From an optimization exercise on the open Yosys and OpenROAD flow, aimed at small area, a short achievable clock period and few clock cycles per item; shortcuts taken in it are not production practice. Where RTL was checked, it was by simulation tests only, not by an equivalence proof against the original. No functional check of the RTL was part of runs 5 to 8.

==> flow/design.v, too long to show whole: its modules and the start of the top module <==
// module pi_inc_mux: 114 lines
// module pi_mac: 1276 lines
// module pi_fa: 4 lines
// module pi_ctrl: 21 lines
module pi_ctrl (
  input  logic         clk,
  input  logic         rst_n,
  input  logic         start,
  input  logic [127:0] set,
  input  logic [127:0] feedback,
  input  logic         infrain,
  input  logic         gain_we,
  input  logic [31:0]  ka_in,
  input  logic [31:0]  kb_in,
  input  logic         clr,
  output logic         busy,
  output logic         done,
  output logic [127:0] result,
  output logic [3:0]   sat
);
  // ...
==> flow/run.sh <==
#!/bin/bash
# synth_recipe.tcl (not shown) runs the flow's synth.tcl, then flattens the netlist and writes it again
# the make line also repeats each setting of config.mk as NAME=value (left out here)
make -C /OpenROAD-flow-scripts/flow DESIGN_CONFIG=/design/flow/config.mk WORK_HOME=/design/flow/orfs CLKGATE_MAP_FILE= SYNTH_SCRIPT=/design/flow/synth_recipe.tcl finish
==> flow/config.mk <==
export PLATFORM = sky130hd
export DESIGN_NAME = pi_ctrl
export DESIGN_NICKNAME = pi_ctrl
export VERILOG_FILES = /design/flow/design.v
export SDC_FILE = /design/flow/constraint.sdc
export NUM_CORES = 4
export LEC_CHECK = 0
export CAP_MARGIN = 20
export CORE_MARGIN = 2
export CORE_UTILIZATION = 40
export SETUP_SLACK_MARGIN = 0.6
export SLEW_MARGIN = 20
export SYNTH_HIERARCHICAL = 1
export SYNTH_MINIMUM_KEEP_SIZE = 0
==> flow/constraint.sdc <==
create_clock -name core_clock -period 11.0 [get_ports {clk}]
set_input_delay 2.2000 -clock core_clock [delete_from_list [all_inputs] [get_ports {clk}]]
set_output_delay 2.2000 -clock core_clock [all_outputs]
set_load 0.01 [all_outputs]
==> flow_metrics.env, run 1 <==
export IMPL_final_common_cell="xnor2_1"
export IMPL_seq_cells=501
export IMPL_cp_start_kind="register"
export IMPL_synth_main_ff_cell="dfrtp_1"
export IMPL_hp_class="register to register"
export IMPL_die_h_um=450
export IMPL_synthTopCellsByArea="fa_1 (27%), xnor2_1 (15%), dfrtp_1 (11%), a22oi_1 (9.7%), ha_1 (7.4%)"
export IMPL_insertion_delay_ns=0.78
export IMPL_crit_family="adder cells"
export IMPL_gr_usage_met3=0.0543
export IMPL_yosys_cell_count_top_type="xnor2_1"
export IMPL_placed_cell_area_um2=87800
export IMPL_syn_inst=8230
export IMPL_syn_to_final_growth_pct=16.0
export IMPL_signal_buffers=890
export IMPL_ys_seq_area_frac=0.150
export IMPL_crit_buf_inv=7
export IMPL_cts_tree="yes"
export IMPL_clock_sinks=501
export IMPL_status="timing/DRC/antenna clean"
export IMPL_core_area_um2=197000
export IMPL_multi_input_area_share=0.698
export IMPL_dpl_hpwl_mm=217
Testbench counts, summed over its fixed seeds: cycles 3,192, items 1,600.
==> run 2: changes to the inputs <==
--- a/flow/config.mk
+++ b/flow/config.mk
@@ -9,5 +9,5 @@
 export CORE_MARGIN = 2
 export CORE_UTILIZATION = 40
-export SETUP_SLACK_MARGIN = 0.6
+export SETUP_SLACK_MARGIN = 2.0
 export SLEW_MARGIN = 20
 export SYNTH_HIERARCHICAL = 1
==> run 2 against run 1 <==
Register-to-register slack gained 0.07 ns. Die area unchanged. Via count is 1.9% higher. Sequential share of layout area decreased by 0.52 points. Core utilization is 2.1 points higher. Hold slack got worse by 0.014 ns. Design area increased by 4.5%. Routed wire length is 5.8% higher. Critical endpoint is now result[64].
==> flow_metrics.env, run 2 <==
export IMPL_busiest_layer="met2"
export IMPL_rrSetupSlack_ns=3.67
export IMPL_crit_path_end_kind="output port"
export IMPL_grt_max_degree=77
export IMPL_syn_to_final_growth_pct=21.1
export IMPL_insertion_delay_ns=0.74
export IMPL_finalSetupTns_ns=0
export IMPL_root_buffer="clkbuf_16"
export IMPL_cts_tree="yes"
export IMPL_ys_warnings_count=18
export IMPL_synth_main_ff_cell="dfrtp_1"
export IMPL_cts_max_level=3
export IMPL_nets=10500
export IMPL_synth_edff_count=0
export IMPL_die_h_um=450
export IMPL_hp_class="register to register"
export IMPL_via_count=68500
export IMPL_post_place_cells=10900
export IMPL_io_pins=460
export IMPL_hold_viol=0
export IMPL_cts_buffer_depth=3
export IMPL_skew_ns=0.0396
export IMPL_fp_dieW_um=450
export IMPL_synth_top_area_share=0.268
export IMPL_start_util=0.403
export IMPL_routed_wl_mm=312
export IMPL_clock_sinks=501
export IMPL_core_area_um2=197000
export IMPL_yosys_cell_count_top_type="xnor2_1"
export IMPL_syn_cell_area_um2=79400
export IMPL_place_gp_congestion=0.960
export IMPL_drv_slew=0
export IMPL_crit_fanout=19
export IMPL_synthTopCellsByArea="fa_1 (27%), xnor2_1 (15%), dfrtp_1 (11%), a22oi_1 (9.7%), ha_1 (7.4%)"
export IMPL_finalNonFillerCells=11400
export IMPL_grt_pass1_vias=70000
export IMPL_grt_ovfl_total=0
export IMPL_cap_violations=0
export IMPL_syn_inst=8230
export IMPL_final_cell_mix="xnor2_1 (1383), a22oi_1 (1015), fa_1 (965)"
export IMPL_rsz0062_at_grt="true"
export IMPL_dpl_hpwl_mm=223
export IMPL_tightest_slew_ns=1.09
export IMPL_rows=163
export IMPL_drt_iter0_drc=7183
export IMPL_ys_types=94
export IMPL_setup_viol=0
export IMPL_use_met2=0.463
export IMPL_drt_pre_antenna_iters=6
export IMPL_status="timing/DRC/antenna clean"
export IMPL_slew_headroom=0.251
export IMPL_die_area_um2=202000
export IMPL_gr_usage_met3=0.0610
export IMPL_synth_common_cells="xnor2_1 (1405), fa_1 (1064), a22oi_1 (1026)"
export IMPL_worstSetupPathType="register to output port"
export IMPL_synth_area_per_cell_um2=9.65
export IMPL_max_freq_ghz=0.0995
export IMPL_routedWlPerCell_um=27.4
export IMPL_antenna_found_initial=22
export IMPL_viasPerCell=6.02
export IMPL_required_ns=8.80
export IMPL_syn_num_nets=10100
export IMPL_cp_start_kind="register"
export IMPL_async_flop_share=0.745
export IMPL_clk_pin_slew_ns=0.06
export IMPL_ant_nets=0
export IMPL_yosys_area_top_type="fa_1"
export IMPL_numCtsBuffers=70
export IMPL_layout_drive_gt1_share=0.172
export IMPL_ys_seq_area_frac=0.150
export IMPL_port_buffers=437
export IMPL_top_regs="u_pi.ni_q (128), u_pi.prev_q (128), u_pi.res_q (128)"
export IMPL_drc=0
export IMPL_cp_arrival_ns=7.85
export IMPL_min_period_over_period=0.914
export IMPL_grt_pass1_wl_mm=456
export IMPL_min_period_ns=10.05
export IMPL_grt_total_usage=0.296
export IMPL_final_common_cell="xnor2_1"
export IMPL_synth_seq_cells=501
export IMPL_grt_met1_usage=0.373
==> run 2: worst max-delay path: stages (launching register included) <==
cell,delay [ns]
dfstp_4,0.74
buf_12,0.18
buf_12,0.20
buf_4,0.21
xnor2_1,0.15
fa_1,0.49
fa_1,0.55
fa_1,0.43
fa_1,0.46
fa_1,0.43
xor2_1,0.18
xnor2_2,0.29
xnor2_1,0.13
xnor2_1,0.25
xnor2_2,0.14
xnor2_2,0.28
fa_1,0.55
xor2_2,0.20
xnor2_2,0.21
buf_4,0.15
a21boi_4,0.07
buf_12,0.15
buf_6,0.12
buf_12,0.16
a21oi_4,0.22
buf_6,0.14
==> run 2: kinds of logic after synthesis <==
group                      share of synthesized area
AOI/OAI and AO/OA                              0.186
xor gates and xnor gates                       0.171
adders and majority gates                      0.342
and+or+nand+nor                               0.0912
buffers and inverters                         0.0502
DFF                                            0.150
muxes                                        0.00944
other                                      0.0000472
==> run 2: final timing paths <==
path,start,to,depth (start not counted)
max,u_pi.enc_q[1],result[64],25
min,u_pi.prev_q[1][31],u_pi.prev_q[1][31],2
max reg2reg,u_pi.enc_q[1],u_pi.res_q[2][10],26
min reg2reg,u_pi.prev_q[1][31],u_pi.prev_q[1][31],2
max in group asynchronous,rst_n,u_pi.res_q[0][12],4
min in group asynchronous,rst_n,u_pi.prev_q[3][16],1
==> run 2: cell type report <==
type                       count  area (um2)
fill                       18100      101000
multi-input combinational   6707       65900
sequential                   501       12100
timing repair buffer        1087       11300
clock inverter                41         567
clock buffer                  88        1870
antenna                       15        37.5
inverter                     301        1130
tap                         2640        3300
==> run 2: layer usage <==
metal  up-vias  share of wire
met5         -        0.00026
li1      29400              -
met4        12          0.074
met2      3707           0.45
met1     34500           0.38
met3       897          0.090
==> run 2: per-module statistics from Yosys, one instance, submodules excluded, a selection <==
module	cells inside	times used
pi_fa	1	1028
pi_mac	1046	4
==> run 2: timing repair <==
action / in CTS / in global routing
pin swaps: 145 / 229
hold buffers: 0 / 0
gates cloned: 17 / 17
gates resized for setup: 754 / 544
buffers inserted: 151 / 115
setup endpoints to repair: 132 / 132
==> run 2: per-stage QoR <==
stage / utilization / area [um2] / worst slack (ns) / hold WS, ns
6_report: 0.488 / 96200 / 0.950 / 0.491
5_1_grt: 0.488 / 96200 / 0.764 / 0.519
4_1_cts: 0.472 / 93200 / 0.963 / 0.492
3_5_place_dp: 0.444 / 87600 / 0.627 / 0.471
3_3_place_gp: 0.444 / 87600 / 0.664 / 0.479
2_1_floorplan: - / 79500 / 2.05 / 0.447
==> run 3: changes to the inputs <==
--- a/flow/config.mk
+++ b/flow/config.mk
@@ -9,5 +9,5 @@
 export CORE_MARGIN = 2
 export CORE_UTILIZATION = 40
-export SETUP_SLACK_MARGIN = 2.0
+export SETUP_SLACK_MARGIN = 1.2
 export SLEW_MARGIN = 20
 export SYNTH_HIERARCHICAL = 1
==> run 3 against run 2 <==
Register-to-register slack worse by 0.27 ns. Flip-flop and latch count unchanged. Still clean on timing, DRC and antenna. Critical path type unchanged.
==> flow_metrics.env, run 3 <==
export IMPL_status="timing/DRC/antenna clean"
export IMPL_yosys_cell_count_top_type="xnor2_1"
export IMPL_yosys_area_top_type="fa_1"
export IMPL_async_flop_share=0.745
export IMPL_syn_inst=8230
export IMPL_worstSetupPathType="register to output port"
export IMPL_cts_buffer_depth=3
export IMPL_fp_dieW_um=450
export IMPL_cts_tree="yes"
export IMPL_core_area_um2=197000
export IMPL_die_h_um=450
export IMPL_ant_nets=0
export IMPL_synth_top_area_share=0.268
export IMPL_grt_max_degree=129
export IMPL_root_buffer="clkbuf_16"
export IMPL_min_period_ns=10.32
export IMPL_numCtsBuffers=71
export IMPL_hp_class="register to register"
export IMPL_syn_cell_area_um2=79400
export IMPL_start_util=0.403
export IMPL_viasPerCell=6.02
export IMPL_synth_edff_count=0
export IMPL_rsz0062_at_grt="true"
export IMPL_insertion_delay_ns=0.77
export IMPL_slew_headroom=0.171
export IMPL_drt_pre_antenna_iters=12
export IMPL_nets=10500
export IMPL_cap_violations=0
export IMPL_drt_iter0_drc=6911
export IMPL_grt_pass1_wl_mm=447
export IMPL_port_buffers=437
export IMPL_routedWlPerCell_um=26.8
export IMPL_clk_pin_slew_ns=0.06
export IMPL_place_gp_congestion=0.927
export IMPL_synth_common_cells="xnor2_1 (1405), fa_1 (1064), a22oi_1 (1026)"
export IMPL_syn_to_final_growth_pct=19.7
export IMPL_setup_viol=0
export IMPL_grt_total_usage=0.288
export IMPL_multi_input_area_um2=65500
export IMPL_io_pins=460
export IMPL_crit_path_top_delay_cell="fa_1"
export IMPL_grt_ovfl_total=0
export IMPL_drc=0
export IMPL_crit_family="adder cells"
export IMPL_skew_ns=0.0724
export IMPL_synth_main_ff_cell="dfrtp_1"
export IMPL_drv_slew=0
export IMPL_cp_start_kind="register"
export IMPL_die_area_um2=202000
export IMPL_grt_pass1_vias=70200
export IMPL_final_common_cell="xnor2_1"
export IMPL_synth_seq_cells=501
export IMPL_synth_area_per_cell_um2=9.65
export IMPL_top_regs="u_pi.ni_q (128), u_pi.prev_q (128), u_pi.res_q (128)"
export IMPL_finalSetupTns_ns=0
export IMPL_ys_types=94
export IMPL_clock_sinks=501
export IMPL_hold_viol=0
export IMPL_ys_warnings_count=18
export IMPL_routed_wl_mm=303
export IMPL_cts_max_level=3
export IMPL_crit_fanout=8
export IMPL_crit_top_cell="fa_1"
export IMPL_crit_path_end_kind="output port"
export IMPL_syn_num_nets=10100
export IMPL_synthTopCellsByArea="fa_1 (27%), xnor2_1 (15%), dfrtp_1 (11%), a22oi_1 (9.7%), ha_1 (7.4%)"
export IMPL_antenna_found_initial=6
export IMPL_min_period_over_period=0.938
export IMPL_cp_arrival_ns=8.12
export IMPL_regArea_um2=12000
export IMPL_fillers=18200
export IMPL_post_route_util=0.482
export IMPL_rrSetupSlack_ns=3.40
export IMPL_crit_path_max_incr_delay_ns=0.59
export IMPL_tightest_slew_ns=1.23
export IMPL_ys_seq_area_frac=0.150
export IMPL_required_ns=8.80
export IMPL_crit_buf_inv=11
export IMPL_layout_drive_gt1_share=0.148
export IMPL_via_count=68000
export IMPL_max_freq_ghz=0.0969
export IMPL_rows=163
export IMPL_dpl_hpwl_mm=217
export IMPL_final_cell_mix="xnor2_1 (1395), a22oi_1 (1022), fa_1 (1010)"
==> run 3: cell count changes in the layout (fill, tap and decap cells not counted), moves of 23 or more <==
| cell | change |
|---|---|
| nand2_1 | +27 |
| a21oi_2 | -23 |
| fa_2 | -45 |
| nand2_2 | -29 |
| fa_1 | +45 |
| buf_4 | -69 |
==> run 3: kinds of logic after synthesis <==
kind of cell | count (synthesis) | synth area share
flops | 501 | 0.150
xor+xnor | 1548 | 0.171
fa+ha+maj | 1532 | 0.342
other cells | 1 | 0.0000472
buf+inv | 1022 | 0.0502
simple gates | 1445 | 0.0912
compound gates | 2112 | 0.186
mux | 69 | 0.00944
==> run 3: worst paths after layout <==
| check | cells after the start | end | startpoint |
|---|---|---|---|
| max in group asynchronous | 3 | u_pi.prev_q[0][4] | rst_n |
| worst max-delay path | 29 | result[40] | u_pi.enc_q[34] |
| worst min register to register | 2 | u_pi.prev_q[1][31] | u_pi.prev_q[1][31] |
| min in group asynchronous | 1 | u_pi.res_q[1][18] | rst_n |
| worst min-delay path | 2 | u_pi.prev_q[1][31] | u_pi.prev_q[1][31] |
| worst max register to register | 30 | u_pi.res_q[1][24] | u_pi.enc_q[34] |
==> run 3: area by class of cell <==
cell class	count	share of cell area
antenna	6	0.000158
clock buffer	100	0.0212
clock inverter	31	0.00490
inverter	301	0.0119
multi-input combinational	6707	0.689
sequential	501	0.127
tap	2640	0.0347
timing repair buffer	1017	0.112
==> run 3: metal layers <==
metal	vias to the layer above	track usage	routed length (um)
li1	29200	-	-
met3	778	0.0542	25500
met2	3546	0.464	140000
met1	34400	0.367	120000
met4	6	0.153	17500
met5	-	0	33
==> run 3: through the flow <==
step | worst slack (ns) | area [um2] | hold slack (ns) | instances
2_1_floorplan | 1.47 | 79400 | 0.447 | 8230
3_3_place_gp | 0.759 | 87800 | 0.483 | 10900
3_5_place_dp | 0.719 | 87800 | 0.491 | 10900
4_1_cts | 0.389 | 92700 | 0.507 | 11200
5_1_grt | 0.491 | 95100 | 0.527 | 11300
6_report | 0.683 | 95100 | 0.511 | 11300
==> run 3: timing repair <==
| item | in CTS | in global routing |
|---|---|---|
| hold buffers | 0 | 0 |
| buffers inserted | 120 | 81 |
| resized for setup | 374 | 709 |
| pin swaps | 69 | 224 |
| gates cloned | 20 | 10 |
| endpoints found under the setup margin | 132 | 132 |
==> run 3: worst register-to-register path, delay by kind of cell, from the launching register on <==
kind	cells	cell delay, ns
buffers and inverters	11	1.48
xor gates and xnor gates	2	0.29
and+or+nand+nor	3	0.36
adders and majority gates	8	3.73
AOI/OAI and AO/OA	6	1.11
DFF	1	0.51
==> run 3: per-module statistics from Yosys (local to each module, per instance), excerpt <==
module / copies in the design / cells / flops+latches / area [um2]
pi_mac: 4 / 1046 / 0 / 7970
pi_fa: 1028 / 1 / 0 / 20.0
==> run 4: changes to the inputs <==
--- a/flow/config.mk
+++ b/flow/config.mk
@@ -9,5 +9,4 @@
 export CORE_MARGIN = 2
 export CORE_UTILIZATION = 40
-export SETUP_SLACK_MARGIN = 1.2
 export SLEW_MARGIN = 20
 export SYNTH_HIERARCHICAL = 1
==> run 4 against run 3 <==
Worst setup slack lost 0.43 ns. Synthesized area unchanged. Register-to-register slack better by 0.09 ns. Non-clock buffer count fell by 188. Global-route usage fell by 1.2 points. Critical endpoint is now result[0]. Final cell count decreased by 1.7%.
==> flow_metrics.env, run 4 <==
export IMPL_syn_inst=8230
export IMPL_ff2ff_path_depth=24
export IMPL_dp_slack_ns=0.719
export IMPL_cp_arrival_ns=8.54
export IMPL_required_ns=8.80
export IMPL_root_buffer="clkbuf_16"
export IMPL_crit_buf_inv=8
export IMPL_antenna_found_initial=7
export IMPL_ant_nets=0
export IMPL_via_count=66300
export IMPL_synth_main_ff_cell="dfrtp_1"
export IMPL_finalSetupTns_ns=0
export IMPL_finalNonFillerCells=11100
export IMPL_clock_sinks=501
export IMPL_yosys_cell_count_top_type="xnor2_1"
export IMPL_layout_drive_gt1_share=0.0832
export IMPL_yosys_area_top_type="fa_1"
export IMPL_die_area_um2=202000
export IMPL_final_area_um2=91100
export IMPL_place_gp_congestion=0.927
export IMPL_routedWlPerCell_um=25.9
export IMPL_numCtsBuffers=71
export IMPL_r2r_start="u_pi.enc_q[3]"
export IMPL_clk_pin_slew_ns=0.06
export IMPL_start_util=0.403
export IMPL_synthTopCellsByArea="fa_1 (27%), xnor2_1 (15%), dfrtp_1 (11%), a22oi_1 (9.7%), ha_1 (7.4%)"
export IMPL_tightest_slew_ns=1.16
export IMPL_min_period_over_period=0.977
export IMPL_skew_ns=0.0717
export IMPL_crit_path_top_delay_cell="dfstp_4"
export IMPL_synth_common_cells="xnor2_1 (1405), fa_1 (1064), a22oi_1 (1026)"
export IMPL_drc=0
export IMPL_crit_path_start="u_pi.enc_q[34]"
export IMPL_grt_pass1_wl_mm=432
export IMPL_min_delay_worst_endpoint="u_pi.prev_q[1][31]"
export IMPL_drv_slew=0
export IMPL_use_met2=0.449
export IMPL_io_pins=460
export IMPL_final_cell_mix="xnor2_1 (1404), fa_1 (1060), a22oi_1 (1026)"
export IMPL_die_h_um=450
export IMPL_ys_seq_area_frac=0.150
export IMPL_syn_to_final_growth_pct=14.8
export IMPL_status="timing/DRC/antenna clean"
export IMPL_grt_ovfl_total=0
export IMPL_busiest_layer="met2"
export IMPL_cts_tree="yes"
export IMPL_synth_top_area_share=0.268
export IMPL_synth_seq_cells=501
export IMPL_gr_usage_met3=0.0458
export IMPL_drt_pre_antenna_iters=7
export IMPL_cap_violations=0
export IMPL_crit_path_max_incr_delay_ns=0.72
export IMPL_crit_family="adder cells"
export IMPL_worstSetupPathType="register to output port"
export IMPL_grt_total_usage=0.277
export IMPL_min_path_cells=2
export IMPL_hp_start="u_pi.prev_q[1][31]"
export IMPL_drt_iter0_drc=6836
export IMPL_fp_dieW_um=450
export IMPL_cts_max_level=3
export IMPL_cts_buffer_depth=3
export IMPL_grt_pass1_vias=68800
export IMPL_nets=10300
export IMPL_hp_class="register to register"
export IMPL_grt_met1_usage=0.358
export IMPL_core_area_um2=197000
export IMPL_hold_viol=0
export IMPL_top_regs="u_pi.ni_q (128), u_pi.prev_q (128), u_pi.res_q (128)"
export IMPL_final_common_cell="xnor2_1"
export IMPL_setup_viol=0
export IMPL_viasPerCell=5.96
export IMPL_ys_types=94
export IMPL_crit_top_cell="fa_1"
export IMPL_slew_headroom=0.218
export IMPL_grt_max_degree=129
export IMPL_synth_edff_count=0
export IMPL_hold_buffers=0
export IMPL_placed_cell_area_um2=87800
export IMPL_cp_start_kind="register"
export IMPL_syn_num_nets=10100
export IMPL_syn_cell_area_um2=79400
export IMPL_dpl_hpwl_mm=217
export IMPL_rrSetupSlack_ns=3.49
export IMPL_routed_wl_mm=288
export IMPL_rows=163
export IMPL_max_freq_ghz=0.0931
export IMPL_min_period_ns=10.74
export IMPL_insertion_delay_ns=0.76
export IMPL_post_place_cells=10900
export IMPL_port_buffers=437
export IMPL_crit_fanout=17
export IMPL_async_flop_share=0.745
export IMPL_crit_path_end_kind="output port"
export IMPL_synth_area_per_cell_um2=9.65
export IMPL_r2r_end="u_pi.res_q[2][1]"
export IMPL_ys_warnings_count=18
export IMPL_worst_slack_ns=0.256
## run 4: cell types whose count changed in the layout (fill, tap and decap cells not counted), sizes merged
cell and delta:
buf -295, dlymetal6s2s +42, diode -1, clkbuf -13
clkdlybuf4s50 +88, bufbuf -10
## run 4: through the flow
| stage | utilization | hold WS [ns] |
|---|---|---|
| after CTS | 0.458 | 0.507 |
| final | 0.462 | 0.508 |
| after global placement | 0.445 | 0.483 |
| after detailed placement | 0.445 | 0.491 |
| after floorplan | - | 0.447 |
| after global routing | 0.462 | 0.527 |
## run 4: kinds of logic (layout without fill, tap and decap cells)
family / Yosys count / after routing / share of synthesized area
AO/OA/AOI/OAI: 2112 / 2112 / 0.186
XOR/XNOR: 1548 / 1548 / 0.171
adder cells (fa/ha/maj): 1532 / 1532 / 0.342
AND/OR/NAND/NOR: 1445 / 1445 / 0.0912
buffers and inverters: 1022 / 1261 / 0.0502
flip-flops: 501 / 501 / 0.150
multiplexers: 69 / 69 / 0.00944
other: 1 / 6 / 0.0000472
## run 4: repair_timing
item,in CTS,in global routing
setup buffers,2,36
endpoints found under the setup margin,28,124
gates resized for setup,2,95
gates cloned,0,5
pin swaps,0,13
## run 4: cell type report
type                            count  area (um2)
Inverter                          301        1130
Timing Repair Buffer              829        8450
Clock inverter                     31         465
Multi-Input combinational cell   6707       63700
Sequential cell                   501       12000
Clock buffer                      100        2020
Fill cell                       18600      106000
Tap cell                         2640        3300
Antenna cell                        5        12.5
## run 4: how the worst max path moves through the flow
stage	end	slack, ns	cells after the start
floorplan	result[100]	1.47	24
CTS	result[26]	0.006	23
finish	result[0]	0.26	28
global placement	result[124]	0.76	23
detailed placement	result[124]	0.72	23
global route	result[34]	-0.06	25
## run 4: tightest hold or removal path, stage by stage, from the launching register on
cell and delay [ns]:
dfrtp_1 0.35, nand2_1 0.05, o31ai_1 0.06
## run 4: layer usage
metal | share of wire | vias up
met2 | 0.47 | 3237
met3 | 0.076 | 693
li1 | - | 28800
met1 | 0.40 | 33500
met4 | 0.052 | 10
met5 | 0.00017 | -
## run 4: per-module statistics from Yosys, one instance, submodules excluded, a selection
| module | copies in the design | area, um2 | flops+latches | cells |
|---|---|---|---|---|
| pi_fa | 1028 | 20.0 | 0 | 1 |
| pi_mac | 4 | 7970 | 0 | 1046 |
==> module pi_inc_mux, before the edit <==
module pi_inc_mux #(
  parameter int                  CH       = 4,
  parameter int                  W        = 32,
  parameter int                  SCALE_SH = 7,
  parameter logic signed [W-1:0] DEADBAND = 32,
  parameter logic [7:0]          IR_MASK  = 8'h01,
  parameter logic signed [W-1:0] IR_SET   = -40,
  parameter bit                  ACCUM    = 1'b0,
  parameter logic signed [W-1:0] OUT_MAX  = {1'b0, {(W-1){1'b1}}},
  parameter logic signed [W-1:0] OUT_MIN  = {1'b1, {(W-1){1'b0}}},
  parameter logic signed [W-1:0] KA_RST   = 360,
  parameter logic signed [W-1:0] KB_RST   = 210
) (
  input  logic            clk,
  input  logic            rst_n,
  input  logic            start,
  input  logic [CH*W-1:0] set,
  input  logic [CH*W-1:0] feedback,
  input  logic            infrain,
  input  logic            gain_we,
  input  logic [W-1:0]    ka_in,
  input  logic [W-1:0]    kb_in,
  input  logic            clr,
  output logic            busy,
  output logic            done,
  output logic [CH*W-1:0] result,
  output logic [CH-1:0]   sat
);
  localparam logic [47:0] ENC_RST = 48'h001e0001fff6;
  function automatic logic [47:0] booth(input logic [31:0] v, input logic flip);
    logic [15:0] o, t, n;
    logic [32:0] x;
    x = {v, 1'b0};
    for (int k = 0; k < 16; k++) begin
      o[k] = x[2*k+1] ^ x[2*k];
      t[k] = (x[2*k+2] & ~x[2*k+1] & ~x[2*k]) | (~x[2*k+2] & x[2*k+1] & x[2*k]);
      n[k] = x[2*k+2] ^ flip;
    end
    booth = {o, t, n};
  endfunction
  logic            done_q, acc;
  logic [W-1:0]    ka_sh_q, kb_sh_q, kb_sh_d;
  logic [47:0]     enc_q;
  logic [W-1:0]    prev_q[CH];
  logic [W-1:0]    res_q [CH];
  logic [W-1:0]    ni_q  [CH];
  logic [CH-1:0]   sat_q;
  logic [W-1:0]    err   [CH];
  logic [W-1:0]    pa    [CH];
  logic [W-1:0]    res_n [CH];
  logic [CH-1:0]   clip;
  assign acc     = start && !clr && !done_q;
  assign kb_sh_d = gain_we ? kb_in : kb_sh_q;
  for (genvar c = 0; c < CH; c++) begin : g_ch
    logic [W-1:0] s, e, sum, ni;
    logic         d, pos, negv;
    always_comb begin
      s = set[c*W +: W];
      if (infrain && IR_MASK[c] && (s != '0)) s = IR_SET;
      e = (s << SCALE_SH) - feedback[c*W +: W];
      if (($signed(e) > -DEADBAND) && ($signed(e) < DEADBAND)) e = '0;
      err[c] = e;
    end
    assign ni = ni_q[c] & {W{done_q}};
    pi_mac u_mac (
      .bo(enc_q[47:32]), .bt(enc_q[31:16]), .bn(enc_q[15:0]),
      .m(prev_q[c]), .ni(ni), .r(res_q[c]), .pa(pa[c]), .s(sum));
    assign d    = pa[c][W-1];
    assign pos  = !res_q[c][W-1] && !d &&  sum[W-1];
    assign negv =  res_q[c][W-1] &&  d && !sum[W-1];
    assign clip[c]  = pos || negv;
    assign res_n[c] = pos ? OUT_MAX : negv ? OUT_MIN : sum;
    assign result[c*W +: W] = done_q ? res_n[c] : res_q[c];
  end
  always_ff @(posedge clk or negedge rst_n) begin
    if (!rst_n) begin
      done_q  <= 1'b0;
      ka_sh_q <= KA_RST;
      kb_sh_q <= KB_RST;
      enc_q   <= ENC_RST;
      sat_q   <= '0;
      for (int i = 0; i < CH; i++) begin
        prev_q[i] <= '0;
        res_q[i]  <= '0;
      end
    end else begin
      done_q  <= acc;
      kb_sh_q <= kb_sh_d;
      if (gain_we) ka_sh_q <= ka_in;
      enc_q   <= acc ? booth(ka_sh_q, 1'b0) : booth(kb_sh_d, 1'b1);
      if (clr) begin
        sat_q <= '0;
        for (int i = 0; i < CH; i++) begin
          prev_q[i] <= '0;
          res_q[i]  <= '0;
        end
      end else begin
        if (done_q) begin
          sat_q <= clip;
          for (int i = 0; i < CH; i++) res_q[i] <= res_n[i];
        end
        if (acc) begin
          for (int i = 0; i < CH; i++) prev_q[i] <= err[i];
        end
      end
    end
  end
  always_ff @(posedge clk) begin
    for (int i = 0; i < CH; i++) ni_q[i] <= pa[i];
  end
  assign busy = 1'b0;
  assign done = done_q;
  assign sat  = done_q ? clip : sat_q;
endmodule
==> run 5: changes to the inputs <==
--- a/flow/design.v
+++ b/flow/design.v
@@ -27,5 +27,4 @@
   output logic [CH-1:0]   sat
 );
-  localparam logic [47:0] ENC_RST = 48'h001e0001fff6;
   function automatic logic [47:0] booth(input logic [31:0] v, input logic flip);
     logic [15:0] o, t, n;
@@ -78,5 +77,4 @@
       ka_sh_q <= KA_RST;
       kb_sh_q <= KB_RST;
-      enc_q   <= ENC_RST;
       sat_q   <= '0;
       for (int i = 0; i < CH; i++) begin
@@ -88,5 +86,4 @@
       kb_sh_q <= kb_sh_d;
       if (gain_we) ka_sh_q <= ka_in;
-      enc_q   <= acc ? booth(ka_sh_q, 1'b0) : booth(kb_sh_d, 1'b1);
       if (clr) begin
         sat_q <= '0;
@@ -107,4 +104,5 @@
   end
   always_ff @(posedge clk) begin
+    enc_q <= acc ? booth(ka_sh_q, 1'b0) : booth(kb_sh_d, 1'b1);
     for (int i = 0; i < CH; i++) ni_q[i] <= pa[i];
   end
--- a/flow/config.mk
+++ b/flow/config.mk
@@ -9,4 +9,5 @@
 export CORE_MARGIN = 2
 export CORE_UTILIZATION = 40
+export SETUP_SLACK_MARGIN = 0.6
 export SLEW_MARGIN = 20
 export SYNTH_HIERARCHICAL = 1
==> run 5 against run 4 <==
Routed wire length rose by 3.8%. Design area rose by 1.3%. Highest routed layer unchanged. Clock skew fell by 0.0066 ns.
==> flow_metrics.env, run 5 <==
export IMPL_status="timing/DRC/antenna clean"
export IMPL_final_common_cell="xnor2_1"
export IMPL_drc=0
export IMPL_crit_path_max_incr_delay_ns=0.58
export IMPL_grt_pass1_vias=69800
export IMPL_numCtsBuffers=68
export IMPL_tightest_slew_ns=1.28
export IMPL_synth_edff_count=0
export IMPL_ys_types=95
export IMPL_slew_headroom=0.144
export IMPL_drt_iter0_drc=7104
export IMPL_syn_num_nets=10100
export IMPL_dpl_hpwl_mm=218
export IMPL_rows=163
export IMPL_grt_max_degree=124
export IMPL_min_path_cells=2
export IMPL_yosys_cell_count_top_type="xnor2_1"
export IMPL_worstSetupPathType="register to output port"
export IMPL_hp_start="u_pi.prev_q[0][31]"
export IMPL_post_route_util=0.469
export IMPL_cap_violations=0
export IMPL_routedWlPerCell_um=26.7
export IMPL_setup_viol=0
export IMPL_root_buffer="clkbuf_16"
export IMPL_synth_seq_cells=501
export IMPL_cp_start_kind="register"
export IMPL_syn_cell_area_um2=79200
export IMPL_r2r_start="u_pi.done_q"
export IMPL_synth_top_family_by_area="adder cells"
export IMPL_syn_to_final_growth_pct=16.6
export IMPL_crit_top_cell="fa_1"
export IMPL_grt_ovfl_total=0
export IMPL_synth_area_per_cell_um2=9.67
export IMPL_r2r_end="u_pi.res_q[2][20]"
export IMPL_required_ns=8.80
export IMPL_rrSetupSlack_ns=3.69
export IMPL_synth_common_cells="xnor2_1 (1388), fa_1 (1064), a22oi_1 (1027)"
export IMPL_clock_sinks=501
export IMPL_cts_buffer_depth=3
export IMPL_core_area_um2=197000
export IMPL_async_flop_share=0.649
export IMPL_rsz0062_at_grt="true"
export IMPL_drv_slew=0
export IMPL_skew_ns=0.0651
export IMPL_cts_max_level=3
export IMPL_min_period_over_period=0.942
export IMPL_crit_path_end_kind="output port"
export IMPL_max_freq_ghz=0.0965
export IMPL_syn_inst=8195
export IMPL_grt_total_usage=0.288
export IMPL_crit_path_top_delay_cell="fa_2"
export IMPL_ys_warnings_count=18
export IMPL_muxShareOfSynthArea=0.00932
export IMPL_final_cell_mix="xnor2_1 (1377), fa_1 (1041), a22oi_1 (1020)"
export IMPL_routed_wl_mm=298
export IMPL_port_buffers=437
export IMPL_clk_pin_slew_ns=0.07
export IMPL_synth_main_ff_cell="dfrtp_1"
export IMPL_synth_adder_area_share=0.343
export IMPL_fillers=18600
export IMPL_min_delay_worst_endpoint="u_pi.prev_q[0][31]"
export IMPL_nets=10300
export IMPL_yosys_area_top_type="fa_1"
export IMPL_die_h_um=449
export IMPL_layout_drive_gt1_share=0.108
export IMPL_fp_dieW_um=449
export IMPL_via_count=66800
export IMPL_hold_viol=0
export IMPL_viasPerCell=5.99
export IMPL_synth_top_area_share=0.269
export IMPL_ys_seq_area_frac=0.147
export IMPL_io_pins=460
export IMPL_die_area_um2=202000
export IMPL_dp_slack_ns=0.767
export IMPL_synth_xor_area_share=0.169
export IMPL_hold_buffers=0
export IMPL_yosys_area_share_simple=0.0921
export IMPL_min_period_ns=10.36
export IMPL_hp_class="register to register"
export IMPL_insertion_delay_ns=0.75
export IMPL_worst_slack_ns=0.637
export IMPL_synth_compound_area_frac=0.189
export IMPL_cts_tree="yes"
export IMPL_antenna_found_initial=14
export IMPL_ant_nets=0
export IMPL_finalSetupTns_ns=0
export IMPL_crit_fanout=21
export IMPL_start_util=0.402
export IMPL_synthTopCellsByArea="fa_1 (27%), xnor2_1 (15%), dfrtp_1 (10%), a22oi_1 (9.7%), ha_1 (7.4%)"
export IMPL_cp_arrival_ns=8.16
export IMPL_place_gp_congestion=0.962
export IMPL_grt_pass1_wl_mm=443
export IMPL_drt_pre_antenna_iters=7
export IMPL_ff2ff_path_depth=25
export IMPL_top_regs="u_pi.ni_q (128), u_pi.prev_q (128), u_pi.res_q (128)"
==> run 5: critical path: cells and delay by family, from the launching register on <==
family | cells | cell delay (ns)
fa+ha+maj | 7 | 3.18
compound gates | 8 | 1.68
buf+inv | 6 | 1.36
flops | 1 | 0.51
simple gates | 3 | 0.46
xor+xnor | 1 | 0.20
==> run 5: modules after synthesis (local to each module, per instance), a selection <==
module  times used  cell area [um2]  cells  flops+latches
pi_mac           4             8040   1050              0
pi_fa         1028             20.0      1              0
==> run 5: how the worst max path moves through the flow <==
stage / start / endpoint / slack [ns] / cells past startpoint
after detailed placement: u_pi.prev_q[0][16] / result[0] / 0.77 / 20
after floorplan: u_pi.enc_q[6] / result[100] / 1.82 / 21
after global placement: u_pi.prev_q[0][16] / result[0] / 0.83 / 22
after global routing: u_pi.done_q / result[18] / 0.37 / 24
after CTS: u_pi.done_q / result[43] / 0.58 / 24
final: u_pi.done_q / result[0] / 0.64 / 25
==> run 5: through the flow <==
stage / instance area [um2] / hold slack, ns / instances
floorplan: 79200 / 0.447 / 8195
global placement: 87600 / 0.484 / 10900
detailed placement: 87600 / 0.490 / 10900
CTS: 91200 / 0.507 / 11100
global route: 92300 / 0.539 / 11200
finish: 92300 / 0.505 / 11200
==> run 5: timing repair <==
item,in CTS,in global routing
endpoints found under the setup margin,132,128
resized for setup,88,208
setup buffers,48,31
pin swaps,19,48
gates cloned,6,5
==> run 5: area by class of cell <==
type                       instances  area, um2  area share
multi-input combinational       6706      64300       0.696
sequential                       501      11900       0.128
timing repair buffer             904       9360       0.101
tap                             2640       3300      0.0358
clock buffer                      85       1850      0.0200
inverter                         270       1020      0.0110
clock inverter                    40        616     0.00667
antenna                           16       40.0    0.000434
==> run 5: kinds of logic (layout without fill, tap and decap cells) <==
| group | after synthesis | after routing |
|---|---|---|
| AO/OA/AOI/OAI | 2128 | 2128 |
| XOR/XNOR | 1528 | 1528 |
| adder cells (fa/ha/maj) | 1532 | 1532 |
| buffers and inverters | 988 | 1299 |
| flip-flops | 501 | 501 |
| multiplexers | 68 | 68 |
| other | 1 | 17 |
| AND/OR/NAND/NOR | 1449 | 1449 |
==> run 5: per-layer routing <==
metal | up-vias | track usage | wire length, um
met5 | - | 0 | 25
met4 | 4 | 0.182 | 20800
met3 | 767 | 0.0559 | 25700
met2 | 3473 | 0.461 | 138000
met1 | 33600 | 0.357 | 114000
li1 | 29000 | - | -
==> run 6: changes to the inputs <==
--- a/flow/config.mk
+++ b/flow/config.mk
@@ -8,5 +8,6 @@
 export CAP_MARGIN = 20
 export CORE_MARGIN = 2
-export CORE_UTILIZATION = 40
+export CORE_UTILIZATION = 60
+export PLACE_DENSITY = 0.72
 export SETUP_SLACK_MARGIN = 0.6
 export SLEW_MARGIN = 20
==> run 6 against run 5 <==
Still clean on timing, DRC and antenna. Non-clock buffer count shrank 86. Final cell count decreased by 8.8%. Sequential share of layout area grew 0.28 points. Maximum frequency hardly changed. Clock skew decreased by 0.039 ns. Critical path type unchanged. Largest cell class unchanged.
==> flow_metrics.env, run 6 <==
export IMPL_slew_headroom=0.253
export IMPL_grt_max_degree=167
export IMPL_routed_wl_mm=279
export IMPL_die_h_um=367
export IMPL_drv_slew=0
export IMPL_synth_area_per_cell_um2=9.67
export IMPL_crit_path_max_incr_delay_ns=0.74
export IMPL_setup_viol=0
export IMPL_fp_dieW_um=367
export IMPL_hold_buffers=0
export IMPL_gr_usage_met3=0.161
export IMPL_ys_seq_area_frac=0.147
export IMPL_viasPerCell=6.68
export IMPL_final_cell_mix="xnor2_1 (1381), fa_1 (1055), a22oi_1 (1024)"
export IMPL_dpl_hpwl_mm=199
export IMPL_numCtsBuffers=68
export IMPL_synth_common_cells="xnor2_1 (1388), fa_1 (1064), a22oi_1 (1027)"
export IMPL_grt_ovfl_total=0
export IMPL_nets=10200
export IMPL_clock_sinks=501
export IMPL_status="timing/DRC/antenna clean"
export IMPL_cp_start_kind="register"
export IMPL_hp_class="register to register"
export IMPL_ys_warnings_count=18
export IMPL_ys_types=95
export IMPL_final_area_um2=90200
export IMPL_drt_pre_antenna_iters=10
export IMPL_antenna_found_initial=17
export IMPL_use_met2=0.605
export IMPL_crit_path_end_kind="output port"
export IMPL_place_gp_congestion=1.03
export IMPL_layout_drive_gt1_share=0.0954
export IMPL_placed_cell_area_um2=85800
export IMPL_min_period_ns=10.37
export IMPL_skew_ns=0.0263
export IMPL_port_buffers=437
export IMPL_busiest_layer="met2"
export IMPL_required_ns=8.80
export IMPL_die_area_um2=135000
export IMPL_root_buffer="clkbuf_16"
export IMPL_top_regs="u_pi.ni_q (128), u_pi.prev_q (128), u_pi.res_q (128)"
export IMPL_post_route_util=0.687
export IMPL_syn_to_final_growth_pct=13.9
export IMPL_syn_num_nets=10100
export IMPL_tightest_slew_ns=1.12
export IMPL_synth_seq_cells=501
export IMPL_routedWlPerCell_um=27.4
export IMPL_cp_arrival_ns=8.17
export IMPL_yosys_area_top_type="fa_1"
export IMPL_core_area_um2=131000
export IMPL_insertion_delay_ns=0.71
export IMPL_max_freq_ghz=0.0964
export IMPL_drt_iter0_drc=8999
export IMPL_synthTopCellsByArea="fa_1 (27%), xnor2_1 (15%), dfrtp_1 (10%), a22oi_1 (9.7%), ha_1 (7.4%)"
export IMPL_synth_edff_count=0
export IMPL_io_pins=460
export IMPL_crit_fanout=32
export IMPL_syn_cell_area_um2=79200
export IMPL_synth_top_area_share=0.269
export IMPL_hold_viol=0
export IMPL_drc=0
export IMPL_yosys_cell_count_top_type="xnor2_1"
export IMPL_cp_cell_sequence="a22oi_1 -> xnor2_1 -> fa_1 -> fa_1 -> fa_1 -> fa_1 -> fa_1 -> ha_1 -> a21oi_1 -> o21ai_0 -> o21a_1 -> a41oi_1 -> a21o_1 -> o21ai_0 -> xnor2_2 -> nor2_1 -> a21boi_2 -> buf_4 -> a21oi_1 -> clkdlybuf4s50_1"
export IMPL_cts_buffer_depth=3
export IMPL_start_util=0.603
export IMPL_cts_max_level=3
export IMPL_synth_main_ff_cell="dfrtp_1"
export IMPL_syn_inst=8195
export IMPL_grt_pass1_vias=69600
export IMPL_finalSetupTns_ns=0
export IMPL_min_period_over_period=0.943
export IMPL_ant_nets=0
export IMPL_crit_top_cell="fa_1"
export IMPL_via_count=68100
export IMPL_rsz0062_at_grt="true"
export IMPL_async_flop_share=0.649
export IMPL_final_common_cell="xnor2_1"
export IMPL_clk_pin_slew_ns=0.06
export IMPL_cts_tree="yes"
export IMPL_grt_met1_usage=0.520
export IMPL_grt_total_usage=0.405
export IMPL_worstSetupPathType="register to output port"
export IMPL_cap_violations=0
export IMPL_grt_pass1_wl_mm=419
export IMPL_rows=133
export IMPL_crit_path_top_delay_cell="dfrtp_2"
-- run 6: cell count changes in the layout (fill, tap and decap cells not counted), moves of 19 or more --
| cell | before | now |
|---|---|---|
| clkdlybuf4s50_1 | 327 | 403 |
| dlymetal6s2s_1 | 83 | 32 |
| buf_4 | 373 | 275 |
| dlygate4sd2_1 | 19 | 0 |
-- run 6: timing repair --
| action | CTS | global route |
|---|---|---|
| endpoints found under the setup margin | 131 | 130 |
| pin swaps | 2 | 23 |
| gates resized for setup | 51 | 144 |
| gates cloned | 2 | 3 |
| setup buffers | 63 | 19 |
-- run 6: logic make-up after synthesis --
kind of cell | synth area share
AO/OA/AOI/OAI | 0.189
adder cells (fa/ha/maj) | 0.343
XOR/XNOR | 0.169
AND/OR/NAND/NOR | 0.0921
buffers and inverters | 0.0497
flip-flops | 0.147
multiplexers | 0.00932
other | 0.0000473
-- run 6: metrics by stage --
| stage | hold slack, ns | setup WS, ns | std cells |
|---|---|---|---|
| 2_1_floorplan | 0.447 | 1.82 | 8195 |
| 3_3_place_gp | 0.461 | 0.812 | 9963 |
| 3_5_place_dp | 0.466 | 0.703 | 9963 |
| 4_1_cts | 0.482 | 0.543 | 10200 |
| 5_1_grt | 0.510 | 0.532 | 10200 |
| 6_report | 0.485 | 0.630 | 10200 |
-- run 6: layout make-up --
cell class	instances	area, um2
clock buffers	86	1890
fillers	10200	41100
multi-input cells	6706	64100
inverters	270	1020
clock inverters	39	507
well taps	1755	2200
repair buffers	818	8640
flip-flops and latches	501	11800
diodes	9	22.5
-- run 6: metal layers --
layer  up-vias  share of wire
met5         -        0.00020
met4        10          0.050
met3       995           0.14
met2      4665           0.43
met1     33600           0.37
li1      28800              -
-- run 6: per-module statistics from Yosys, one instance, submodules excluded, a selection --
module	times used	flops+latches
pi_fa	1028	0
pi_mac	4	0
-- run 6: worst paths after layout --
path,from,end,slack (ns),depth (start not counted)
max,u_pi.prev_q[3][13],result[111],0.63,20
min,u_pi.prev_q[0][31],u_pi.prev_q[0][31],0.48,2
max reg2reg,u_pi.prev_q[3][13],u_pi.res_q[3][15],3.75,20
min reg2reg,u_pi.prev_q[0][31],u_pi.prev_q[0][31],0.48,2
max in group asynchronous,rst_n,u_pi.prev_q[2][5],7.37,3
min in group asynchronous,rst_n,u_pi.res_q[3][13],1.40,1
-- run 6: worst max-delay path, delay by kind of cell, from the launching register on --
kind,cells,cell delay [ns]
adders and majority gates,6,2.82
AOI/OAI and AO/OA,9,2.07
buffers and inverters,2,0.98
DFF,1,0.74
xor gates and xnor gates,2,0.69
and+or+nand+nor,1,0.13
==> run 7: changes to the inputs <==
--- a/flow/design.v
+++ b/flow/design.v
@@ -61,5 +61,5 @@
       err[c] = e;
     end
-    assign ni = ni_q[c] & {W{done_q}};
+    assign ni = ni_q[c];
     pi_mac u_mac (
       .bo(enc_q[47:32]), .bt(enc_q[31:16]), .bn(enc_q[15:0]),
@@ -105,5 +105,5 @@
   always_ff @(posedge clk) begin
     enc_q <= acc ? booth(ka_sh_q, 1'b0) : booth(kb_sh_d, 1'b1);
-    for (int i = 0; i < CH; i++) ni_q[i] <= pa[i];
+    for (int i = 0; i < CH; i++) ni_q[i] <= acc ? pa[i] : '0;
   end
   assign busy = 1'b0;
--- a/flow/config.mk
+++ b/flow/config.mk
@@ -8,6 +8,5 @@
 export CAP_MARGIN = 20
 export CORE_MARGIN = 2
-export CORE_UTILIZATION = 60
-export PLACE_DENSITY = 0.72
+export CORE_UTILIZATION = 40
 export SETUP_SLACK_MARGIN = 0.6
 export SLEW_MARGIN = 20
==> run 7 against run 6 <==
Worst setup slack lost 0.023 ns. Clock skew grew 0.030 ns. First-iteration DRC count shrank 22%. Routed wire length grew 11%. Flip-flop and latch count is the same. Sequential share of layout area shrank 0.34 points. Maximum frequency shrank 0.22%. Core utilization shrank 22 points. Die area grew 51%. Count of clock-buffer cells in the layout grew 8. Largest cell class unchanged.
==> flow_metrics.env, run 7 <==
export IMPL_gr_usage_met3=0.0671
export IMPL_crit_top_cell="fa_1"
export IMPL_slew_headroom=0.135
export IMPL_grt_met1_usage=0.357
export IMPL_synthTopCellsByArea="fa_1 (27%), xnor2_1 (15%), dfrtp_1 (9.9%), a22oi_1 (9.5%), ha_1 (7.3%)"
export IMPL_port_buffers=437
export IMPL_viasPerCell=6.09
export IMPL_finalNonFillerCells=11300
export IMPL_crit_path_top_delay_cell="clkdlybuf4s50_1"
export IMPL_skew_ns=0.0565
export IMPL_layout_drive_gt1_share=0.112
export IMPL_rsz0062_at_grt="true"
export IMPL_async_flop_share=0.649
export IMPL_clock_sinks=501
export IMPL_use_met2=0.462
export IMPL_ys_seq_area_frac=0.146
export IMPL_synth_area_per_cell_um2=9.64
export IMPL_hold_viol=0
export IMPL_finalSetupTns_ns=0
export IMPL_grt_pass1_wl_mm=453
export IMPL_worstSetupPathType="register to output port"
export IMPL_drv_slew=0
export IMPL_yosys_area_top_type="fa_1"
export IMPL_max_freq_ghz=0.0962
export IMPL_syn_to_final_growth_pct=16.2
export IMPL_required_ns=8.80
export IMPL_syn_num_nets=10200
export IMPL_busiest_layer="met2"
export IMPL_top_regs="u_pi.ni_q (128), u_pi.prev_q (128), u_pi.res_q (128)"
export IMPL_routed_wl_mm=309
export IMPL_setup_viol=0
export IMPL_grt_max_degree=106
export IMPL_insertion_delay_ns=0.74
export IMPL_synth_common_cells="xnor2_1 (1390), fa_1 (1064), a22oi_1 (1009)"
export IMPL_cts_buffer_depth=3
export IMPL_drt_iter0_drc=7004
export IMPL_cts_max_level=3
export IMPL_crit_path_end_kind="output port"
export IMPL_syn_inst=8301
export IMPL_nets=10400
export IMPL_hp_class="register to register"
export IMPL_numCtsBuffers=69
export IMPL_cp_start_kind="register"
export IMPL_ant_nets=0
export IMPL_rows=164
export IMPL_synth_top_area_share=0.266
export IMPL_syn_cell_area_um2=80000
export IMPL_min_period_over_period=0.945
export IMPL_synth_edff_count=0
export IMPL_yosys_cell_count_top_type="xnor2_1"
export IMPL_min_delay_worst_endpoint="u_pi.prev_q[1][14]"
export IMPL_dpl_hpwl_mm=223
export IMPL_cap_violations=0
export IMPL_grt_pass1_vias=70500
export IMPL_drc=0
export IMPL_r2r_start="u_pi.prev_q[3][12]"
export IMPL_start_util=0.402
export IMPL_grt_ovfl_total=0
export IMPL_routedWlPerCell_um=27.4
export IMPL_fp_dieW_um=451
export IMPL_grt_total_usage=0.293
export IMPL_rrSetupSlack_ns=3.84
export IMPL_status="timing/DRC/antenna clean"
export IMPL_synth_seq_cells=501
export IMPL_hp_start="u_pi.prev_q[1][14]"
export IMPL_die_h_um=451
export IMPL_min_period_ns=10.39
export IMPL_tightest_slew_ns=1.26
export IMPL_via_count=68700
export IMPL_cp_cell_sequence="buf_4 -> buf_16 -> a22oi_1 -> xnor2_1 -> fa_1 -> fa_1 -> fa_1 -> fa_1 -> fa_2 -> fa_1 -> ha_4 -> a21o_1 -> a21o_2 -> a21oi_2 -> o21ai_4 -> a32oi_4 -> o31ai_4 -> o31ai_4 -> xnor2_2 -> buf_4 -> nand2b_1 -> a21oi_1 -> nor2_1 -> clkdlybuf4s50_1"
export IMPL_crit_path_max_incr_delay_ns=0.66
export IMPL_root_buffer="clkbuf_16"
export IMPL_cp_arrival_ns=8.19
export IMPL_hold_buffers=0
export IMPL_ff2ff_path_depth=22
export IMPL_final_common_cell="xnor2_1"
export IMPL_final_cell_mix="xnor2_1 (1377), fa_1 (1051), a22oi_1 (1002)"
export IMPL_post_place_cells=11000
export IMPL_drt_pre_antenna_iters=9
export IMPL_ys_warnings_count=18
export IMPL_antenna_found_initial=23
export IMPL_place_gp_congestion=0.961
export IMPL_min_path_cells=1
export IMPL_die_area_um2=204000
export IMPL_ys_types=117
export IMPL_clk_pin_slew_ns=0.06
export IMPL_cts_tree="yes"
export IMPL_crit_fanout=21
export IMPL_r2r_end="u_pi.res_q[3][20]"
export IMPL_synth_main_ff_cell="dfrtp_1"
export IMPL_io_pins=460
export IMPL_core_area_um2=199000
run 7: Yosys stat by module, one instance, submodules excluded, excerpt:
| module | cell area (um2) | flip-flops and latches | times used |
|---|---|---|---|
| pi_fa | 20.0 | 0 | 1028 |
| pi_mac | 8070 | 0 | 4 |
run 7: what timing repair did:
action	4_1_cts	5_1_grt
setup endpoints to repair	131	131
gates cloned	3	11
gates resized for setup	70	196
pin swaps	2	32
buffers inserted	49	70
run 7: final cells by class:
type / count / area (um2)
diodes: 16 / 40.0
multi-input cells: 6797 / 64800
fillers: 18600 / 106000
flip-flops and latches: 501 / 11900
clock inverters: 33 / 402
clock buffers: 94 / 1900
inverters: 262 / 985
well taps: 2656 / 3320
repair buffers: 921 / 9640
run 7: kinds of logic after synthesis:
logic type | count (synthesis) | synth area share
buf+inv | 1003 | 0.0513
mux | 73 | 0.00990
xor+xnor | 1520 | 0.167
other cells | 1 | 0.0000469
flops | 501 | 0.146
simple gates | 1526 | 0.0969
fa+ha+maj | 1532 | 0.339
compound gates | 2145 | 0.190
run 7: how the worst max path moves through the flow:
stage | from | end | slack (ns) | depth (start not counted)
4_1_cts | u_pi.enc_q[32] | result[62] | 0.60 | 24
2_1_floorplan | u_pi.enc_q[6] | result[100] | 1.82 | 21
3_5_place_dp | u_pi.enc_q[34] | result[20] | 0.82 | 21
3_3_place_gp | u_pi.enc_q[34] | result[20] | 0.96 | 21
5_1_grt | u_pi.enc_q[33] | result[65] | 0.49 | 24
6_report | u_pi.enc_q[32] | result[31] | 0.61 | 24
run 7: through the flow:
stage / instance area, um2 / util / setup WS, ns / hold slack, ns
6_report: 93000 / 0.467 / 0.607 / 0.492
5_1_grt: 93000 / 0.467 / 0.490 / 0.506
4_1_cts: 91300 / 0.458 / 0.595 / 0.494
3_5_place_dp: 88100 / 0.442 / 0.823 / 0.482
3_3_place_gp: 88100 / 0.442 / 0.959 / 0.475
2_1_floorplan: 80000 / - / 1.82 / 0.443
run 7: worst max-delay path: cells and delay by family (launching register included):
family                     cells  cell delay, ns
adders and majority gates      7            3.16
xor gates and xnor gates       2            0.47
and+or+nand+nor                2            0.58
AOI/OAI and AO/OA              9            1.60
DFF                            1            0.43
buffers and inverters          4            1.17
run 7: routing by layer:
metal | vias to the layer above | share of wire
li1 | 29400 | -
met1 | 34300 | 0.37
met2 | 3961 | 0.45
met3 | 983 | 0.097
met4 | 16 | 0.079
met5 | - | 0.00035
==> run 8: changes to the inputs <==
==> flow/flow/run.sh (new file) <==
#!/bin/bash
# The standard layout (standard synthesis unchanged), except that the port
# buffers that placement inserts on every input and output are buf_4 cells
# instead of the default smallest buffer (a slow delay buffer on sky130hd).
set -euo pipefail
export BUFFER_PORTS_ARGS="-buffer_cell sky130_fd_sc_hd__buf_4"
bash standard.sh > standard.log 2>&1
==> flow/standard.sh (new file) <==
#!/bin/bash
# synth_recipe.tcl (not shown) runs the flow's synth.tcl, then flattens the netlist and writes it again
# the make line also repeats each setting of config.mk as NAME=value (left out here)
make -C /OpenROAD-flow-scripts/flow DESIGN_CONFIG=/design/flow/config.mk WORK_HOME=/design/flow/orfs CLKGATE_MAP_FILE= SYNTH_SCRIPT=/design/flow/synth_recipe.tcl "${@:-finish}"
removed: flow/run.sh
==> run 8 against run 7 <==
Still clean. Synthesized area unchanged. Maximum frequency grew 1.6%. Critical path type unchanged. Critical endpoint is now result[56].
==> flow_metrics.env, run 8 <==
export IMPL_status="timing/DRC/antenna clean"
export IMPL_muxShareOfSynthArea=0.00990
export IMPL_synth_top_area_share=0.266
export IMPL_insertion_delay_ns=0.74
export IMPL_cap_violations=0
export IMPL_grt_met1_usage=0.357
export IMPL_crit_fanout=29
export IMPL_yosys_area_share_simple=0.0969
export IMPL_crit_family="adder cells"
export IMPL_cp_start_kind="register"
export IMPL_syn_to_final_growth_pct=12.4
export IMPL_hold_buffers=0
export IMPL_core_area_um2=199000
export IMPL_syn_num_nets=10200
export IMPL_multi_input_area_um2=64400
export IMPL_routed_wl_mm=303
export IMPL_synth_edff_count=0
export IMPL_worstSetupPathType="register to output port"
export IMPL_synth_xor_area_share=0.167
export IMPL_crit_buf_inv=3
export IMPL_max_freq_ghz=0.0977
export IMPL_ys_types=117
export IMPL_holdWs_ns=0.492
export IMPL_ys_seq_area_frac=0.146
export IMPL_start_util=0.402
export IMPL_cp_cell_sequence="buf_4 -> a22oi_1 -> xnor2_1 -> fa_1 -> fa_1 -> fa_1 -> fa_1 -> fa_1 -> fa_1 -> ha_1 -> a21o_1 -> a21o_2 -> a21o_2 -> a32oi_2 -> o31ai_4 -> o31ai_2 -> xnor2_1 -> nand3b_1 -> buf_6 -> nand2_1 -> a21oi_2 -> buf_4"
export IMPL_fp_dieW_um=451
export IMPL_place_gp_congestion=0.954
export IMPL_grt_total_usage=0.290
export IMPL_min_period_ns=10.23
export IMPL_cts_tree="yes"
export IMPL_synth_compound_area_frac=0.190
export IMPL_viasPerCell=6.08
export IMPL_tightest_slew_ns=1.11
export IMPL_synth_seq_cells=501
export IMPL_hp_class="register to register"
export IMPL_synth_common_cells="xnor2_1 (1390), fa_1 (1064), a22oi_1 (1009)"
export IMPL_synth_area_per_cell_um2=9.64
export IMPL_die_h_um=451
export IMPL_ant_nets=0
export IMPL_crit_path_top_delay_cell="dfrtp_1"
export IMPL_grt_pass1_wl_mm=449
export IMPL_final_cell_mix="xnor2_1 (1387), fa_1 (1064), a22oi_1 (1009)"
export IMPL_crit_path_start="u_pi.prev_q[1][13]"
export IMPL_skew_ns=0.0482
export IMPL_clk_pin_slew_ns=0.06
export IMPL_hold_viol=0
export IMPL_drt_pre_antenna_iters=7
export IMPL_use_met2=0.448
export IMPL_syn_cell_area_um2=80000
export IMPL_drc=0
export IMPL_ys_warnings_count=18
export IMPL_placed_cell_area_um2=86300
export IMPL_hp_start="u_pi.prev_q[2][31]"
export IMPL_top_regs="u_pi.ni_q (128), u_pi.prev_q (128), u_pi.res_q (128)"
export IMPL_yosys_cell_count_top_type="xnor2_1"
export IMPL_synth_top_family_by_area="adder cells"
export IMPL_nets=10300
export IMPL_fillers=18900
export IMPL_crit_path_end_kind="output port"
export IMPL_drt_iter0_drc=7451
export IMPL_cp_arrival_ns=8.03
export IMPL_required_ns=8.80
export IMPL_grt_max_degree=87
export IMPL_drv_slew=0
export IMPL_final_area_um2=89900
export IMPL_via_count=67800
export IMPL_finalSetupTns_ns=0
export IMPL_layout_drive_gt1_share=0.137
export IMPL_syn_inst=8301
export IMPL_gr_usage_met3=0.0615
export IMPL_root_buffer="clkbuf_16"
export IMPL_io_pins=460
export IMPL_yosys_area_top_type="fa_1"
export IMPL_routedWlPerCell_um=27.2
export IMPL_synth_main_ff_cell="dfrtp_1"
export IMPL_clock_sinks=501
export IMPL_async_flop_share=0.649
export IMPL_final_common_cell="xnor2_1"
export IMPL_crit_path_max_incr_delay_ns=0.69
export IMPL_synthTopCellsByArea="fa_1 (27%), xnor2_1 (15%), dfrtp_1 (9.9%), a22oi_1 (9.5%), ha_1 (7.3%)"
export IMPL_rows=164
export IMPL_dpl_hpwl_mm=218
export IMPL_rsz0062_at_grt="false"
export IMPL_setup_viol=0
export IMPL_grt_pass1_vias=70500
export IMPL_grt_ovfl_total=0
export IMPL_cts_max_level=3
export IMPL_port_buffers=437
export IMPL_regArea_um2=11800
export IMPL_crit_top_cell="fa_1"
export IMPL_cts_buffer_depth=3
export IMPL_busiest_layer="met2"
export IMPL_die_area_um2=204000
export IMPL_slew_headroom=0.260
export IMPL_antenna_found_initial=21
export IMPL_numCtsBuffers=69
export IMPL_min_period_over_period=0.930
export IMPL_synth_adder_area_share=0.339
export IMPL_r2r_start="u_pi.prev_q[0][12]"
-- run 8: cell counts after synthesis --
No cell type changed its count.
-- run 8: layout make-up --
| class | instances | share of cell area |
|---|---|---|
| tap | 2656 | 0.0369 |
| clock buffer | 96 | 0.0215 |
| clock inverter | 31 | 0.00502 |
| inverter | 262 | 0.0109 |
| antenna | 17 | 0.000473 |
| multi-input combinational | 6797 | 0.716 |
| timing repair buffer | 775 | 0.0778 |
| sequential | 501 | 0.131 |
-- run 8: modules after synthesis, one instance, submodules excluded, excerpt --
module	times used	area [um2]
pi_fa	1028	20.0
pi_mac	4	8070
-- run 8: worst paths after layout --
check                                endpoint  slack, ns  depth (start not counted)
setup / recovery                   result[56]       0.77                         22
hold / removal             u_pi.prev_q[2][31]       0.49                          2
setup reg to reg            u_pi.res_q[0][20]       3.59                         20
hold reg to reg            u_pi.prev_q[2][31]       0.49                          2
max in group asynchronous   u_pi.prev_q[2][6]       7.37                          3
min in group asynchronous   u_pi.res_q[0][18]       1.45                          1
-- run 8: what timing repair did --
| item | 4_1_cts | 5_1_grt |
|---|---|---|
| buffers inserted | 37 | 30 |
| cloned | 0 | 3 |
| setup endpoints to repair | 108 | 126 |
| gates resized for setup | 12 | 42 |
-- run 8: worst register-to-register path: cells and delay by family, from the launching register on --
family | cells | cell delay, ns
flops | 1 | 0.70
fa+ha+maj | 7 | 3.33
compound gates | 9 | 2.31
xor+xnor | 2 | 0.34
buf+inv | 1 | 0.35
simple gates | 1 | 0.21
-- run 8: cells by family after synthesis --
| kind of cell | Yosys count |
|---|---|
| adder cells (fa/ha/maj) | 1532 |
| AO/OA/AOI/OAI | 2145 |
| AND/OR/NAND/NOR | 1526 |
| XOR/XNOR | 1520 |
| other | 1 |
| flip-flops | 501 |
| buffers and inverters | 1003 |
| multiplexers | 73 |
-- run 8: stage by stage --
step,std cells,utilization,worst slack [ns]
after floorplan,8301,-,1.82
after global placement,10900,0.433,1.12
after detailed placement,10900,0.433,1.01
after CTS,11100,0.448,0.524
after global routing,11100,0.451,0.540
final,11100,0.451,0.767
-- run 8: routing by layer --
layer,part of all wire,vias to the layer above
li1,-,29200
met1,0.38,33800
met2,0.44,3893
met3,0.095,935
met4,0.082,10
met5,0.00023,-

## separate check: timing with driven ports
How much do the figures lean on ideal ports? The routed layouts below were timed once more, with nothing changed but the port constraints. Step 1 (the two cells are an assumption about what drives the block):
set clk [get_ports {clk}]
set_driving_cell -lib_cell sky130_fd_sc_hd__clkbuf_16 $clk
set_driving_cell -lib_cell sky130_fd_sc_hd__buf_2 [delete_from_list [all_inputs] $clk]
Step 2 moves the port delays by t, midway between the first and last clock arrival at a register: inputs arrive t later, outputs are due t later. That takes back most of the time a late clock gives input paths. Three values: ideal ports, drivers, drivers and shift; two values: the first two.
run | t (ns) | setup slack, ns | slew at the worst register clock pin (ns) | worst slew at a driven data input, ns | cell pins on the clock port's net
run 1 | 0.825 | 0.766 / 0.686 / 1.511 | 0.07 / 0.07 | 0.09 | 1
run 2 | 0.811 | 0.950 / 0.859 / 1.670 | 0.07 / 0.07 | 0.24 | 1
run 3 | 0.822 | 0.683 / 0.592 / 1.414 | 0.07 / 0.07 | 0.09 | 1
run 4 | 0.819 | 0.256 / 0.163 / 0.981 | 0.07 / 0.07 | 0.09 | 1
run 5 | 0.803 | 0.637 / 0.548 / 1.351 | 0.07 / 0.07 | 0.14 | 1
run 6 | 0.774 | 0.630 / 0.550 / 1.324 | 0.07 / 0.07 | 0.10 | 1
run 7 | 0.810 | 0.607 / 0.511 / 1.322 | 0.07 / 0.07 | 0.21 | 1
run 8 | 0.809 | 0.767 / 0.680 / 1.490 | 0.07 / 0.07 | 0.25 | 1
After both steps setup and hold are still met in every run listed.
